What follows belongs to an exercise in optimizing a design on an open flow for small area, a short achievable clock period and few clock cycles per item; a production flow would make more cautious choices.
The RTL was checked by simulation tests, not by an equivalence proof against the original design.
No activity file was given, so power comes from the tool's default toggle rates.

==> flow/design.v <==
module sfu_stream #(
  parameter int LANES      = 16,
  parameter int IN_W       = 8,
  parameter int DATA_W     = 16,
  parameter int FRAC_SHIFT = 4,
  parameter int CNT_W      = 16
) (
  input  logic                    clk,
  input  logic                    rst_n,
  input  logic                    in_valid,
  output logic                    in_ready,
  input  logic [LANES*IN_W-1:0]   in_q,
  input  logic [LANES-1:0]        in_obm,
  input  logic [LANES*DATA_W-1:0] in_odelta,
  input  logic [LANES-1:0]        in_sign,
  input  logic [LANES*DATA_W-1:0] in_xprev,
  input  logic                    in_last,
  input  logic                    cfg_relu_en,
  output logic                    out_valid,
  input  logic                    out_ready,
  output logic [LANES*DATA_W-1:0] out_x,
  output logic [LANES*DATA_W-1:0] out_relu,
  output logic [LANES-1:0]        out_ovf,
  output logic [LANES-1:0]        out_sat,
  output logic                    out_last,
  output logic                    tile_done,
  input  logic                    stat_clr,
  output logic [CNT_W-1:0]        stat_outliers,
  output logic [CNT_W-1:0]        stat_err,
  output logic [CNT_W-1:0]        stat_sat
);
  localparam int XW = LANES * DATA_W;
  localparam int HW = LANES / 2;                  
  localparam int HC = $clog2(HW + 1);             
  localparam logic [IN_W-1:0] SENTINEL = {1'b1, {(IN_W-1){1'b0}}};
  logic             inFire, outFire;
  logic             valid_q, seen_q, fresh_q, counted_q, last_q, tileDone_q;
  logic [XW-1:0]    sum_q, relu_q;
  logic [LANES-1:0] ovf_q, sat_q, obm_q, errBits;
  logic [HC-1:0]    outlLo_q, outlHi_q, errLo_q, errHi_q, satLo_q, satHi_q;
  logic [CNT_W-1:0] statOutliers_q, statErr_q, statSat_q;
  logic [XW-1:0]    sum_d, relu_d, x_o;
  logic [LANES-1:0] ovf_d, sat_d;
  function automatic logic [3:0] popcount8(input logic [7:0] v);
    logic [1:0] a0, a1, a2, a3;
    logic [2:0] b0, b1;
    a0 = 2'(v[0]) + 2'(v[1]);
    a1 = 2'(v[2]) + 2'(v[3]);
    a2 = 2'(v[4]) + 2'(v[5]);
    a3 = 2'(v[6]) + 2'(v[7]);
    b0 = 3'(a0) + 3'(a1);
    b1 = 3'(a2) + 3'(a3);
    popcount8 = 4'(b0) + 4'(b1);
  endfunction
  function automatic logic [CNT_W-1:0] satAdd(input logic [CNT_W-1:0] a, input logic [HC-1:0] b,
                                              input logic [HC-1:0] c);
    logic [CNT_W:0] s;
    s = {1'b0, a} + (CNT_W+1)'(b) + (CNT_W+1)'(c);
    satAdd = s[CNT_W] ? '1 : s[CNT_W-1:0];
  endfunction
  function automatic logic [DATA_W:0] addPrefix(input logic [DATA_W-1:0] a, input logic [DATA_W-1:0] b);
    logic [DATA_W-1:0] g, p, t, ng, np;
    logic [DATA_W:0]   s;
    int j;
    g = a & b;
    p = a ^ b;
    t = p;
    for (int l = 0; l < $clog2(DATA_W); l++) begin
      ng = g;
      np = p;
      for (int i = 0; i < DATA_W; i++)
        if ((i >> l) & 1) begin
          j = ((i >> l) << l) - 1;
          ng[i] = g[i] | (p[i] & g[j]);
          np[i] = p[i] & p[j];
        end
      g = ng;
      p = np;
    end
    s[0] = t[0];
    for (int i = 1; i < DATA_W; i++) s[i] = t[i] ^ g[i-1];
    s[DATA_W] = a[DATA_W-1] ^ b[DATA_W-1] ^ g[DATA_W-1];
    addPrefix = s;
  endfunction
  assign outFire  = valid_q & out_ready & (seen_q | in_valid);
  assign in_ready = ~valid_q | out_ready;
  assign inFire   = in_valid & in_ready;
  always_comb begin
    logic [IN_W-1:0]   q;
    logic [DATA_W-1:0] xp, d, r;
    logic [DATA_W:0]   wide;
    logic              pass, qs;
    sum_d  = '0;
    relu_d = '0;
    ovf_d  = '0;
    sat_d  = '0;
    for (int i = 0; i < LANES; i++) begin
      q    = in_q[i*IN_W +: IN_W];
      xp   = in_xprev[i*DATA_W +: DATA_W];
      ovf_d[i] = (q == SENTINEL);
      qs   = q[IN_W-1] & (|q[IN_W-2:0]);
      d    = in_obm[i] ? in_odelta[i*DATA_W +: DATA_W]
                       : {{(DATA_W-IN_W-FRAC_SHIFT+1){qs}}, q[IN_W-2:0], {FRAC_SHIFT{1'b0}}};
      pass = ~cfg_relu_en | in_sign[i];
      r    = pass ? d : '0;
      wide = addPrefix(xp, r);
      sat_d[i] = wide[DATA_W] ^ wide[DATA_W-1];
      relu_d[i*DATA_W +: DATA_W] = r;
      sum_d[i*DATA_W +: DATA_W]  = wide[DATA_W-1:0];
    end
  end
  always_comb begin
    logic [DATA_W-1:0] s;
    for (int i = 0; i < LANES; i++) begin
      s = sum_q[i*DATA_W +: DATA_W];
      x_o[i*DATA_W +: DATA_W] = sat_q[i] ? {~s[DATA_W-1], {(DATA_W-1){s[DATA_W-1]}}} : s;
    end
  end
  always_ff @(posedge clk) begin
    if (inFire) begin
      sum_q     <= sum_d;
      relu_q    <= relu_d;
      ovf_q     <= ovf_d;
      sat_q     <= sat_d;
      last_q    <= in_last;
      obm_q     <= in_obm;
    end
  end
  assign errBits = ovf_q & ~obm_q;
  always_ff @(posedge clk) begin
    outlLo_q <= popcount8(obm_q[HW-1:0]);
    outlHi_q <= popcount8(obm_q[LANES-1:HW]);
    errLo_q  <= popcount8(errBits[HW-1:0]);
    errHi_q  <= popcount8(errBits[LANES-1:HW]);
    satLo_q  <= popcount8(sat_q[HW-1:0]);
    satHi_q  <= popcount8(sat_q[LANES-1:HW]);
  end
  always_ff @(posedge clk or negedge rst_n) begin
    if (!rst_n) begin
      valid_q    <= 1'b0;
      seen_q     <= 1'b0;
      fresh_q    <= 1'b0;
      counted_q  <= 1'b0;
      tileDone_q <= 1'b0;
    end else begin
      valid_q    <= inFire | (valid_q & ~outFire);
      seen_q     <= valid_q & ~outFire;
      fresh_q    <= inFire;
      counted_q  <= fresh_q;
      tileDone_q <= outFire & last_q;
    end
  end
  always_ff @(posedge clk or negedge rst_n) begin
    if (!rst_n) begin
      statOutliers_q <= '0;
      statErr_q      <= '0;
      statSat_q      <= '0;
    end else if (stat_clr) begin
      statOutliers_q <= '0;
      statErr_q      <= '0;
      statSat_q      <= '0;
    end else if (counted_q) begin
      statOutliers_q <= satAdd(statOutliers_q, outlLo_q, outlHi_q);
      statErr_q      <= satAdd(statErr_q, errLo_q, errHi_q);
      statSat_q      <= satAdd(statSat_q, satLo_q, satHi_q);
    end
  end
  assign out_valid     = valid_q & (seen_q | in_valid);
  assign out_x         = x_o;
  assign out_relu      = relu_q;
  assign out_ovf       = ovf_q;
  assign out_sat       = sat_q;
  assign out_last      = last_q;
  assign tile_done     = tileDone_q;
  assign stat_outliers = statOutliers_q;
  assign stat_err      = statErr_q;
  assign stat_sat      = statSat_q;
endmodule
export LEC_CHECK = 0
export CAP_MARGIN = 20
export CORE_AREA = 5 5 365 365
export CTS_BUF_LIST = sky130_fd_sc_hd__clkbuf_4 sky130_fd_sc_hd__clkbuf_8
export DIE_AREA = 0 0 370 370
export GPL_ROUTABILITY_DRIVEN = 0
export SETUP_SLACK_MARGIN = 4.4
export SLEW_MARGIN = 20
create_clock -name core_clock -period 8.0 [get_ports {clk}]
standard.sh (not shown) runs the stock make flow with config.mk's settings and CLKGATE_MAP_FILE= SYNTH_SCRIPT=/design/flow/synth_recipe.tcl, a recipe that flattens the netlist after the stock synthesis.
==> flow/flow/run.sh <==
#!/bin/bash
# The standard layout, with each port buffered by a minimum-size buffer (buf_1) instead of the
# delay buffer buffer_ports picks by default; timing repair still resizes any that need it.
set -euo pipefail
export BUFFER_PORTS_ARGS="-buffer_cell sky130_fd_sc_hd__buf_1"
bash standard.sh > standard.log 2>&1
The baseline passed the timing, design-rule and antenna checks.
Testbench counts at the start, summed over its fixed seeds: cycles 9,632, items 9,600.
Rerun with:
GPL_ROUTABILITY_DRIVEN = not set   (was 0)
SETUP_SLACK_MARGIN = 4.5   (was 4.4)
What happened: Routed wire length rose by 3.9%. Setup slack is worse by 15 ps. Die area does not change. Hold slack hardly moves. Clock skew rose by 19 ps. Critical path depth rose by 2. Clock power rose by about 1%. Power rose by 5.0%. Maximum frequency fell by 0.41%.
Rerun with:
SETUP_SLACK_MARGIN = 4.1   (was 4.5)
The changed run produced a clean layout.
Power shrinks by 5.2%.
Die area is unchanged.
Fmax goes down by 6.0%.
Critical path depth drops by 2.
Register-to-register slack gets better by 130 ps.
Design area falls by 11%.
Setup slack gets worse by 230 ps.
First-iteration DRC count came out higher by 10%.
Count of clock-buffer cells in the layout increases by 11.
Combinational power went down by 20%.
Synthesized area is unchanged.
Rerun with:
SETUP_SLACK_MARGIN = 4.3   (was 4.1)
Effect: The changed run ran to the end with no violations; utilization went up by 0.59 points; cell area went up by 1.6%; clock skew went down by 7.6 ps; die area is unchanged; hold slack improved by 6.0 ps; via count went up by about 0.43%; area after synthesis does not change; non-clock buffer count went up by 22; register-to-register slack got worse by 100 ps; final cell count barely changes; first-iteration DRC count went down by 2.8%.
Rerun with:
GPL_ROUTABILITY_DRIVEN = 0   (was not set)
Combinational power barely changes; wire length decreases by 2.0%; sequential power stays flat; synthesized area does not change; cell area stays flat; critical path depth does not change; count of clock-buffer cells in the layout decreases by 4.

## separate check: timing with driven ports
The results above use ideal ports. As a check the final layouts listed here were re-extracted and re-timed, cells and wires unchanged.
Step 1: set_driving_cell puts a clkbuf_16 on clk and a buf_2 on each other input, an assumption about the parent block.
Step 2 also shifts input and output timing later by t, the mid clock arrival at the registers, as if the neighbouring blocks saw the same clock.
Slacks: no drivers / after step 1 / after step 2; pairs: no drivers / after step 1.
run	t (ns)	setup slack, ns	hold slack, ns	worst setup path after step 2
the first run	0.863	4.344 / 4.123 / 3.260	0.349 / 0.349 / 0.349	input to register
the second run	0.881	4.329 / 4.155 / 3.274	0.351 / 0.351 / 0.351	input to register
the third run	0.903	4.096 / 4.093 / 3.234	0.345 / 0.345 / 0.345	input to register
the fourth run	0.885	4.212 / 4.125 / 3.240	0.351 / 0.351 / 0.351	input to register
the fifth run	0.861	4.285 / 4.106 / 3.245	0.349 / 0.349 / 0.349	input to register
After both steps setup and hold are still met in every run listed. For the first run, which loses most, drivers alone change the setup slack by -0.221 ns; drivers and shift together by -1.084 ns.
